This is an optimization exercise on Yosys and OpenROAD, whose aim is small area, not a production implementation. At most, simulation tests tie the RTL to the original design; equivalence was not proved. No driver is modelled on the clock port, so clocking that relies on it looks cheaper here than on a real chip.

==> inputs of ember <==
==> flow/design.v <==
package calc_data_pkg;
    typedef logic [64-1:0] calc_word_t;
    typedef logic [1:0] size_sel_t;
    typedef enum logic [2:0] {
        pick_class,
        pick_op,
        pick_size,
        enter_a,
        enter_b
    } entry_prompt_e;
    typedef struct packed {
        logic       valid;
        calc_word_t value;
    } unit_result_s;
endpackage
package calc_cmd_pkg;
    typedef enum logic [1:0] {
        class_arith,
        class_logic,
        class_fetch,
        class_store
    } calc_class_e;
    typedef enum logic [2:0] {
        arith_add,
        arith_sub,
        arith_mul,
        arith_div,
        arith_rem
    } arith_op_e;
    typedef enum logic [2:0] {
        logic_and,
        logic_nand,
        logic_or,
        logic_nor,
        logic_xor,
        logic_xnor,
        logic_not
    } logic_op_e;
    typedef struct packed {
        logic       spare;
        logic [1:0] idx;
    } reg_sel_s;
    typedef union packed {
        arith_op_e arith_op;
        logic_op_e logic_op;
        reg_sel_s  reg_sel;
    } calc_op_u;
    typedef struct packed {
        calc_class_e              cls;
        calc_op_u                 op;
        logic [1:0]               size;
        logic [64-1:0]  a;
        logic [64-1:0]  b;
    } calc_cmd_s;
endpackage
`timescale 1ns/1ps
module button_debouncer (
    input  logic clk,
    input  logic rst,
    input  logic button,
    output logic press,
    output logic press_next
);
    localparam int CNT_W = $clog2(4 + 1) - 1;
    logic [1:0]       sync;
    logic             sample;
    logic             stable;
    logic [CNT_W-1:0] cnt;
    assign sample = sync[1];
    assign press_next = sample && !stable && (cnt == CNT_W'(4 - 1));
    always_ff @(posedge clk) begin
        if (rst) begin
            sync   <= 2'b00;
            stable <= 1'b0;
            cnt    <= '0;
            press  <= 1'b0;
        end else begin
            sync  <= {sync[0], button};
            press <= 1'b0;
            if (sample == stable) begin
                cnt <= '0;
            end else if (cnt == CNT_W'(4 - 1)) begin
                cnt    <= '0;
                stable <= sample;
                press  <= sample;
            end else begin
                cnt <= cnt + 1'b1;
            end
        end
    end
endmodule
`timescale 1ns/1ps
module entry_sequencer (
    input  logic                     clk,
    input  logic                     rst,
    input  logic                     press,
    input  logic [16-1:0] switches,
    output logic [2:0]               prompt,
    output logic [1:0]               cls,
    output logic [2:0]               op,
    output logic [1:0]               size,
    output logic [1:0]               chunk,
    output logic                     issue
);
    logic [2:0] prompt_nxt;
    logic [1:0] chunk_nxt;
    logic       last_chunk;
    logic       skip_a;
    logic       skip_b;
    assign last_chunk = (chunk == size);
    assign skip_a     = (cls == 2'd2);
    assign skip_b     = skip_a || (cls == 2'd3) || ((cls == 2'd1) && (op == 3'd6));
    always_comb begin
        prompt_nxt = prompt;
        chunk_nxt  = chunk;
        issue      = 1'b0;
        if (press) begin
            case (prompt)
                3'd0: prompt_nxt = 3'd1;
                3'd1: prompt_nxt = 3'd2;
                3'd2: begin
                    chunk_nxt = '0;
                    if (skip_a) begin
                        issue      = 1'b1;
                        prompt_nxt = 3'd0;
                    end else begin
                        prompt_nxt = 3'd3;
                    end
                end
                3'd3: begin
                    if (!last_chunk) begin
                        chunk_nxt = chunk + 2'd1;
                    end else if (skip_b) begin
                        issue      = 1'b1;
                        prompt_nxt = 3'd0;
                    end else begin
                        chunk_nxt  = '0;
                        prompt_nxt = 3'd4;
                    end
                end
                3'd4: begin
                    if (!last_chunk) begin
                        chunk_nxt = chunk + 2'd1;
                    end else begin
                        issue      = 1'b1;
                        prompt_nxt = 3'd0;
                    end
                end
                default: prompt_nxt = 3'd0;
            endcase
        end
    end
    always_ff @(posedge clk) begin
        if (rst) begin
            prompt <= 3'd0;
            chunk  <= '0;
        end else begin
            prompt <= prompt_nxt;
            chunk  <= chunk_nxt;
        end
        if (press && prompt == 3'd0) cls  <= switches[1:0];
        if (press && prompt == 3'd1) op   <= switches[2:0];
        if (press && prompt == 3'd2) size <= switches[1:0];
    end
endmodule
`timescale 1ns/1ps
module int_arith (
    input  logic        clk,
    input  logic        clr,       
    input  logic        ph,        
    input  logic        sbit,      
    input  logic        e,         
    input  logic        s,         
    input  logic        bext,      
    input  logic [31:0] b,         
    output logic [31:0] head,
    output logic [31:0] tail,
    output logic        sgn
);
    logic [31:0] x1;
    logic [31:0] x0;
    logic        cx;
    logic        cc;
    logic [31:0] xin;
    logic [31:0] bb;
    logic [31:0] y;
    logic        co;
    assign head = x1;
    assign tail = x0;
    assign xin = {x1[30:0], ph ? cx : sbit};
    logic [32:0] c;
    logic        pe;
    logic        ne;
    assign pe = e & ~s;
    assign ne = e & s;
    assign bb = (b ^ {32{s}}) & {32{e}};
    assign c[0] = ph ? cc : s;
    always_comb begin
        for (int j = 0; j < 32; j++) begin
            y[j]   = xin[j] ^ bb[j] ^ c[j];
            c[j+1] = (xin[j] & bb[j]) | (xin[j] & c[j]) | (bb[j] & c[j]);
        end
    end
    assign co = c[32];
    always_ff @(posedge clk) begin
        x0 <= y;
        x1 <= clr ? 32'd0 : x0;
        cx <= x1[31];
        cc <= co;
        if (clr) begin
            sgn <= 1'b0;
        end else if (ph) begin
            sgn <= x1[31] ^ bext ^ co;
        end
    end
endmodule
`timescale 1ns/1ps
module opnd_ring (
    input  logic        clk,
    input  logic [1:0]  wr,        
    input  logic [15:0] wdata,
    input  logic        sh,        
    input  logic        ins_lo,    
    input  logic        ph,        
    output logic [31:0] head,      
    output logic [31:0] tail,      
    output logic        msb        
);
    logic [31:0] d1;
    logic [31:0] d0;
    logic [31:0] nxt;
    logic        carry;
    logic        ins;
    assign head = d1;
    assign tail = d0;
    assign msb  = ph ? d1[31] : d0[31];
    assign ins = ph ? carry : ins_lo;
    always_comb begin
        nxt = sh ? {d1[30:0], ins} : d1;
        if (wr[0]) nxt[15:0]  = wdata;
        if (wr[1]) nxt[31:16] = wdata;
    end
    always_ff @(posedge clk) begin
        d0    <= nxt;
        d1    <= d0;
        carry <= d1[31];
    end
endmodule
`timescale 1ns/1ps
module result_bank (
    input  logic        clk,
    input  logic        rst,
    input  logic [1:0]  idx,
    input  logic        wr0,       
    input  logic        wr1,       
    input  logic        wbit,
    input  logic        rhalf,     
    input  logic        wipe,      
    output logic        rbit,
    input  logic        load,
    input  logic        src_a,
    input  logic [63:0] val_a,
    input  logic [63:0] val_x,
    input  logic [1:0]  size,
    output logic [63:0] result,
    output logic        sign,
    output logic        done
);
    logic [4-1:0][63:0] ring;
    logic [3:0]  sel_a;
    logic [3:0]  sel_x;
    logic        hold;
    logic [63:0] value;
    logic        top;
    assign value = src_a ? val_a : val_x;
    assign top   = value[{size, 4'hf}];
    always_ff @(posedge clk) begin
        for (int r = 0; r < 4; r++) begin
            ring[r][63:2] <= ring[r][62:1];
            ring[r][1]    <= (wipe || (wr1 && idx == 2'(r))) ? (wbit && !wipe) : ring[r][0];
            ring[r][0]    <= (wipe || (wr0 && idx == 2'(r))) ? (wbit && !wipe) : ring[r][63];
        end
    end
    assign rbit = rhalf ? ring[idx][0] : ring[idx][63];
    always_comb begin
        for (int k = 0; k < 4; k++) begin
            sel_a[k] = load && !rst && src_a  && (2'(k) <= size);
            sel_x[k] = load && !rst && !src_a && (2'(k) <= size);
        end
    end
    assign hold = !load && !rst;
    always_ff @(posedge clk) begin
        for (int i = 0; i < 64; i++) begin
            result[i] <= (result[i] & hold) | (val_a[i] & sel_a[i/16]) | (val_x[i] & sel_x[i/16]);
        end
        sign <= (sign & hold) | (load && !rst && top);
        done <= load && !rst;
    end
endmodule
`timescale 1ns/1ps
module calc_top (
    input  logic                         clk,
    input  logic                         rst,
    input  logic                         enable,
    input  logic [16-1:0]     switches,
    output calc_data_pkg::entry_prompt_e prompt,
    output calc_data_pkg::calc_word_t    result,
    output logic                         sign,
    output logic                         done
);
    logic        press;
    logic        press_next;
    logic [2:0]  prompt_q;
    logic [1:0]  cls;
    logic [2:0]  op;
    logic [1:0]  size;
    logic [1:0]  chunk;
    logic        issue;
    button_debouncer debounce_i (
        .clk(clk), .rst(rst), .button(enable), .press(press), .press_next(press_next)
    );
    entry_sequencer seq_i (
        .clk(clk), .rst(rst), .press(press), .switches(switches),
        .prompt(prompt_q), .cls(cls), .op(op), .size(size), .chunk(chunk), .issue(issue)
    );
    assign prompt = calc_data_pkg::entry_prompt_e'(prompt_q);
    localparam logic [1:0] ST_IDLE = 2'd0;
    localparam logic [1:0] ST_PEND = 2'd1;
    localparam logic [1:0] ST_RUN  = 2'd2;
    logic [5:0] g;
    logic [1:0] st;
    logic [1:0] round;
    logic       ph;
    logic       run;
    logic       main;
    logic       i63;
    logic       i64;
    logic       ld;
    assign ph   = g[0];
    assign run  = (st == ST_RUN);
    assign main = run && !round[1];
    assign i63  = run && (round == 2'd1) && (g[5:1] == 5'd31);
    assign i64  = run && (round == 2'd2) && (g[5:1] == 5'd0);
    assign ld   = run && (round == 2'd2) && (g == 6'd2);
    logic wipe;
    always_ff @(posedge clk) begin
        if (rst) begin
            wipe <= 1'b1;
        end else if (g == 6'd63) begin
            wipe <= 1'b0;
        end
    end
    always_ff @(posedge clk) begin
        if (rst) begin
            g     <= '0;
            st    <= ST_IDLE;
            round <= '0;
        end else begin
            g <= g + 6'd1;
            if ((issue || st == ST_PEND) && g == 6'd63) begin
                st    <= ST_RUN;
                round <= '0;
            end else if (issue) begin
                st <= ST_PEND;
            end else if (ld) begin
                st <= ST_IDLE;
            end else if (run && g == 6'd63) begin
                round <= round + 2'd1;
            end
        end
    end
    logic is_arith, is_logic, is_fetch, is_store;
    logic addsub, mul, dv, rm, divrem;
    assign is_arith = (cls == 2'd0);
    assign is_logic = (cls == 2'd1);
    assign is_fetch = (cls == 2'd2);
    assign is_store = (cls == 2'd3);
    assign addsub   = is_arith && (op[2:1] == 2'b00);
    assign mul      = is_arith && (op == 3'd2);
    assign dv       = is_arith && (op == 3'd3);
    assign rm       = is_arith && (op == 3'd4);
    assign divrem   = dv || rm;
    logic        wcyc;
    logic [1:0]  wr_a, wr_b;
    logic [15:0] wdata;
    logic [31:0] a_head, a_tail, b_head, b_tail;
    logic        a_msb, b_msb;
    logic        sh_a, sh_b, ins_a, ins_b;
    logic        sgn;
    logic        bt;
    assign wcyc  = press_next || press;
    assign wdata = (prompt_q == 3'd0) ? 16'd0 : switches;
    always_comb begin
        for (int h = 0; h < 2; h++) begin
            wr_a[h] = wcyc && ((prompt_q == 3'd0) ||
                               ((prompt_q == 3'd3) && (ph == chunk[1]) && (chunk[0] == 1'(h))));
            wr_b[h] = wcyc && ((prompt_q == 3'd0) ||
                               ((prompt_q == 3'd4) && (ph == chunk[1]) && (chunk[0] == 1'(h))));
        end
    end
    assign sh_a  = main || (i64 && dv);
    assign ins_a = divrem ? !sgn : a_msb;
    assign sh_b  = (main && is_logic) || (i63 && rm);
    assign ins_b = is_logic && b_msb;
    opnd_ring ring_a (
        .clk(clk), .wr(wr_a), .wdata(wdata), .sh(sh_a), .ins_lo(ins_a), .ph(ph),
        .head(a_head), .tail(a_tail), .msb(a_msb)
    );
    opnd_ring ring_b (
        .clk(clk), .wr(wr_b), .wdata(wdata), .sh(sh_b), .ins_lo(ins_b), .ph(ph),
        .head(b_head), .tail(b_tail), .msb(b_msb)
    );
    always_ff @(posedge clk) begin
        if (ph) bt <= b_msb;
    end
    logic        lf;
    logic        rbit;
    logic        sbit;
    logic        e;
    logic        s;
    logic        bext;
    logic [31:0] x_head, x_tail;
    always_comb begin
        case (op)
            3'd0: lf = a_msb & b_msb;
            3'd1: lf = !(a_msb & b_msb);
            3'd2: lf = a_msb | b_msb;
            3'd3: lf = !(a_msb | b_msb);
            3'd4: lf = a_msb ^ b_msb;
            3'd5: lf = !(a_msb ^ b_msb);
            3'd6: lf = !a_msb;
            default: lf = 1'b0;
        endcase
    end
    always_comb begin
        sbit = 1'b0;
        if (main) begin
            if (addsub || divrem) sbit = a_msb;
            if (is_logic)         sbit = lf;
            if (is_fetch)         sbit = rbit;
        end
    end
    assign e    = (main && ((addsub && i63) || (mul && a_msb) || divrem)) || (i64 && rm && sgn);
    assign s    = e && ((addsub && op[0]) || (divrem && main && !sgn));
    assign bext = e && (s || (i64 && bt));
    int_arith work_i (
        .clk(clk), .clr(!run), .ph(ph), .sbit(sbit), .e(e), .s(s), .bext(bext),
        .b(b_head), .head(x_head), .tail(x_tail), .sgn(sgn)
    );
    logic        hold_wr0, hold_wr1;
    assign hold_wr0 = main && is_store && !round[0] && !ph;
    assign hold_wr1 = main && is_store &&  round[0] && !ph;
    result_bank bank_i (
        .clk(clk), .rst(rst),
        .idx(op[1:0]), .wr0(hold_wr0), .wr1(hold_wr1), .wbit(a_msb), .rhalf(round[0]), .wipe(wipe),
        .rbit(rbit),
        .load(ld), .src_a(dv || is_store), .val_a({a_tail, a_head}),
        .val_x({sgn, x_tail, x_head[31:1]}), .size(size),
        .result(result), .sign(sign), .done(done)
    );
endmodule
==> flow/flow/run.sh <==
#!/bin/bash
# The standard layout (standard.sh) with three changes:
#  - synthesis is synth_recipe.tcl unchanged except that its abc (logic
#    mapping) call uses the area-oriented script flow/area.abc
#  - the port buffers use the smallest buffer cell
#  - clock tree synthesis uses clkbuf_16 buffers with larger sink clusters and no
#    dummy loads
set -euo pipefail
work=$PWD
cat > "$work/flow_synth.tcl" <<EOT
proc abc {args} {
  set i [lsearch -exact \$args -script]
  if {\$i >= 0} { lset args [expr {\$i + 1}] $work/flow/area.abc }
  yosys abc {*}\$args
}
source $work/synth_recipe.tcl
EOT
export BUFFER_PORTS_ARGS="-buffer_cell sky130_fd_sc_hd__buf_1"
export CTS_ARGS="-sink_clustering_enable -repair_clock_nets -buf_list sky130_fd_sc_hd__clkbuf_8 -sink_clustering_size 16 -sink_clustering_max_diameter 80 -dont_use_dummy_load"
bash standard.sh SYNTH_SCRIPT="$work/flow_synth.tcl" finish > standard_flow.log 2>&1
==> flow/flow/area.abc <==
strash
balance
rewrite
refactor
balance
rewrite
rewrite -z
balance
refactor -z
rewrite -z
balance
dch -f
amap -F 4 -A 10
==> flow/standard.sh <==
#!/bin/bash
# synth_recipe.tcl (not shown) runs the flow's synth.tcl, then flattens the netlist and writes it again
# the make line also repeats each setting of config.mk as NAME=value (left out here)
make -C /OpenROAD-flow-scripts/flow DESIGN_CONFIG=/design/flow/config.mk WORK_HOME=/design/flow/orfs CLKGATE_MAP_FILE= SYNTH_SCRIPT=/design/flow/synth_recipe.tcl "${@:-finish}"
==> flow/config.mk <==
export PLATFORM = sky130hd
export DESIGN_NAME = calc_top
export DESIGN_NICKNAME = calc_top
export VERILOG_FILES = /design/flow/design.v
export SDC_FILE = /design/flow/constraint.sdc
export NUM_CORES = 8
export LEC_CHECK = 0
export ABC_AREA = 1
export CAP_MARGIN = 20
export CORE_MARGIN = 2
export CORE_UTILIZATION = 80
export SLEW_MARGIN = 20
==> flow/constraint.sdc <==
create_clock -name core_clock -period 400.0 [get_ports {clk}]
set_input_delay 80.0000 -clock core_clock [delete_from_list [all_inputs] [get_ports {clk}]]
set_output_delay 80.0000 -clock core_clock [all_outputs]
set_load 0.01 [all_outputs]
==> inputs of tundra, as changes to ember <==
--- a/flow/design.v
+++ b/flow/design.v
@@ -257,3 +257,2 @@
     input  logic        rhalf,     
-    input  logic        wipe,      
     output logic        rbit,
@@ -269,2 +268,3 @@
     logic [4-1:0][63:0] ring;
+    logic [3:0]  valid;
     logic [3:0]  sel_a;
@@ -279,7 +279,14 @@
             ring[r][63:2] <= ring[r][62:1];
-            ring[r][1]    <= (wipe || (wr1 && idx == 2'(r))) ? (wbit && !wipe) : ring[r][0];
-            ring[r][0]    <= (wipe || (wr0 && idx == 2'(r))) ? (wbit && !wipe) : ring[r][63];
+            ring[r][1]    <= (wr1 && idx == 2'(r)) ? wbit : ring[r][0];
+            ring[r][0]    <= (wr0 && idx == 2'(r)) ? wbit : ring[r][63];
         end
     end
-    assign rbit = rhalf ? ring[idx][0] : ring[idx][63];
+    always_ff @(posedge clk) begin
+        if (rst) begin
+            valid <= '0;
+        end else if (wr0) begin
+            valid[idx] <= 1'b1;
+        end
+    end
+    assign rbit = valid[idx] && (rhalf ? ring[idx][0] : ring[idx][63]);
     always_comb begin
@@ -344,10 +351,2 @@
     assign ld   = run && (round == 2'd2) && (g == 6'd2);
-    logic wipe;
-    always_ff @(posedge clk) begin
-        if (rst) begin
-            wipe <= 1'b1;
-        end else if (g == 6'd63) begin
-            wipe <= 1'b0;
-        end
-    end
     always_ff @(posedge clk) begin
@@ -454,3 +453,3 @@
         .clk(clk), .rst(rst),
-        .idx(op[1:0]), .wr0(hold_wr0), .wr1(hold_wr1), .wbit(a_msb), .rhalf(round[0]), .wipe(wipe),
+        .idx(op[1:0]), .wr0(hold_wr0), .wr1(hold_wr1), .wbit(a_msb), .rhalf(round[0]),
         .rbit(rbit),
==> flow/flow/run.sh (replaced) <==
#!/bin/bash
# Standard layout with two changes: the port buffers use the smallest buffer
# cell, and clock tree synthesis uses clkbuf_8 leaf buffers without dummy loads.
set -euo pipefail
export BUFFER_PORTS_ARGS="-buffer_cell sky130_fd_sc_hd__buf_1"
export CTS_ARGS="-sink_clustering_enable -repair_clock_nets -buf_list sky130_fd_sc_hd__clkbuf_16 -sink_clustering_size 32 -sink_clustering_max_diameter 80 -dont_use_dummy_load"
bash standard.sh > standard_flow.log 2>&1
removed: flow/flow/area.abc
==> results.ini <==
[outcome]
outcome=complete, no violations

[synthesis]
synth_top_family_by_area=simple AND/OR/NAND/NOR gates

[power_and_ir_drop]
p_per_area_mw_per_mm2=4.677
p_sw_mw=0.01642

[layout]
buffers=92
multi_input_area_share_pct=26.23

[drt]
topRoutingLayerUsed=met5
wirelength_um=42830
drt-wirelength-per-cell_um=22.12

[grt]
met3_usage_pct=7.099
use_met2_pct=64.02
grt_pass1_vias=12030

[sta]
post-route-period-util_pct=20.60

[place]
gp_congestion=0.8591

The numbers above come from tundra.

==> results.ini <==
[sta]
post-route-period-util_pct=20.64
setup_viol=0

[grt]
antenna_found_initial=0
use_met2_pct=66.85
grt_pass1_vias=11100
met3_usage_pct=12.64

[layout]
buffers=106
fill_cells=735
multi_input_area_share_pct=23.46

[drt]
wirelength_um=42690
topRoutingLayerUsed=met4
drt-wirelength-per-cell_um=26.30

[synthesis]
synth_edf_count=8
yosys_warnings=6
synthFlopType=dfxtp_1
synth_compound_area_share_pct=14.28

[place]
gp_congestion=0.9677
place_area_mm2=0.01625

[power_and_ir_drop]
p_per_area_mw_per_mm2=4.863
p_sw_mw=0.01714

[outcome]
outcome=complete, no violations

The numbers above come from ember.

The RTL of ember was laid out without a check of its function.

## re-timing with driven ports
The results above use ideal ports. As a check the final layouts listed here were re-extracted and re-timed, cells and wires unchanged. Step 1 (the two cells are an assumption about what drives the block):
set clk [get_ports {clk}]
set_driving_cell -lib_cell sky130_fd_sc_hd__clkbuf_16 $clk
set_driving_cell -lib_cell sky130_fd_sc_hd__buf_2 [delete_from_list [all_inputs] $clk]
Step 2 moves the port delays by t, midway between the first and last clock arrival at a register: inputs arrive t later, outputs are due t later. That takes back most of the time a late clock gives input paths. Slacks: ideal / step 1 / step 2; pairs: ideal / step 1.
run | t, ns | setup WS [ns] | worst hold slack (ns) | slew at the worst register clock pin (ns)
ember | 0.604 | 317.452 / 317.466 / 316.862 | 0.272 / 0.272 / 0.272 | 0.11 / 0.11
tundra | 0.564 | 317.586 / 317.602 / 317.038 | 0.270 / 0.270 / 0.270 | 0.12 / 0.12
After both steps setup and hold are still met in every run listed. For ember, which loses most, drivers alone change the setup slack by +0.014 ns; drivers and shift together by -0.590 ns.
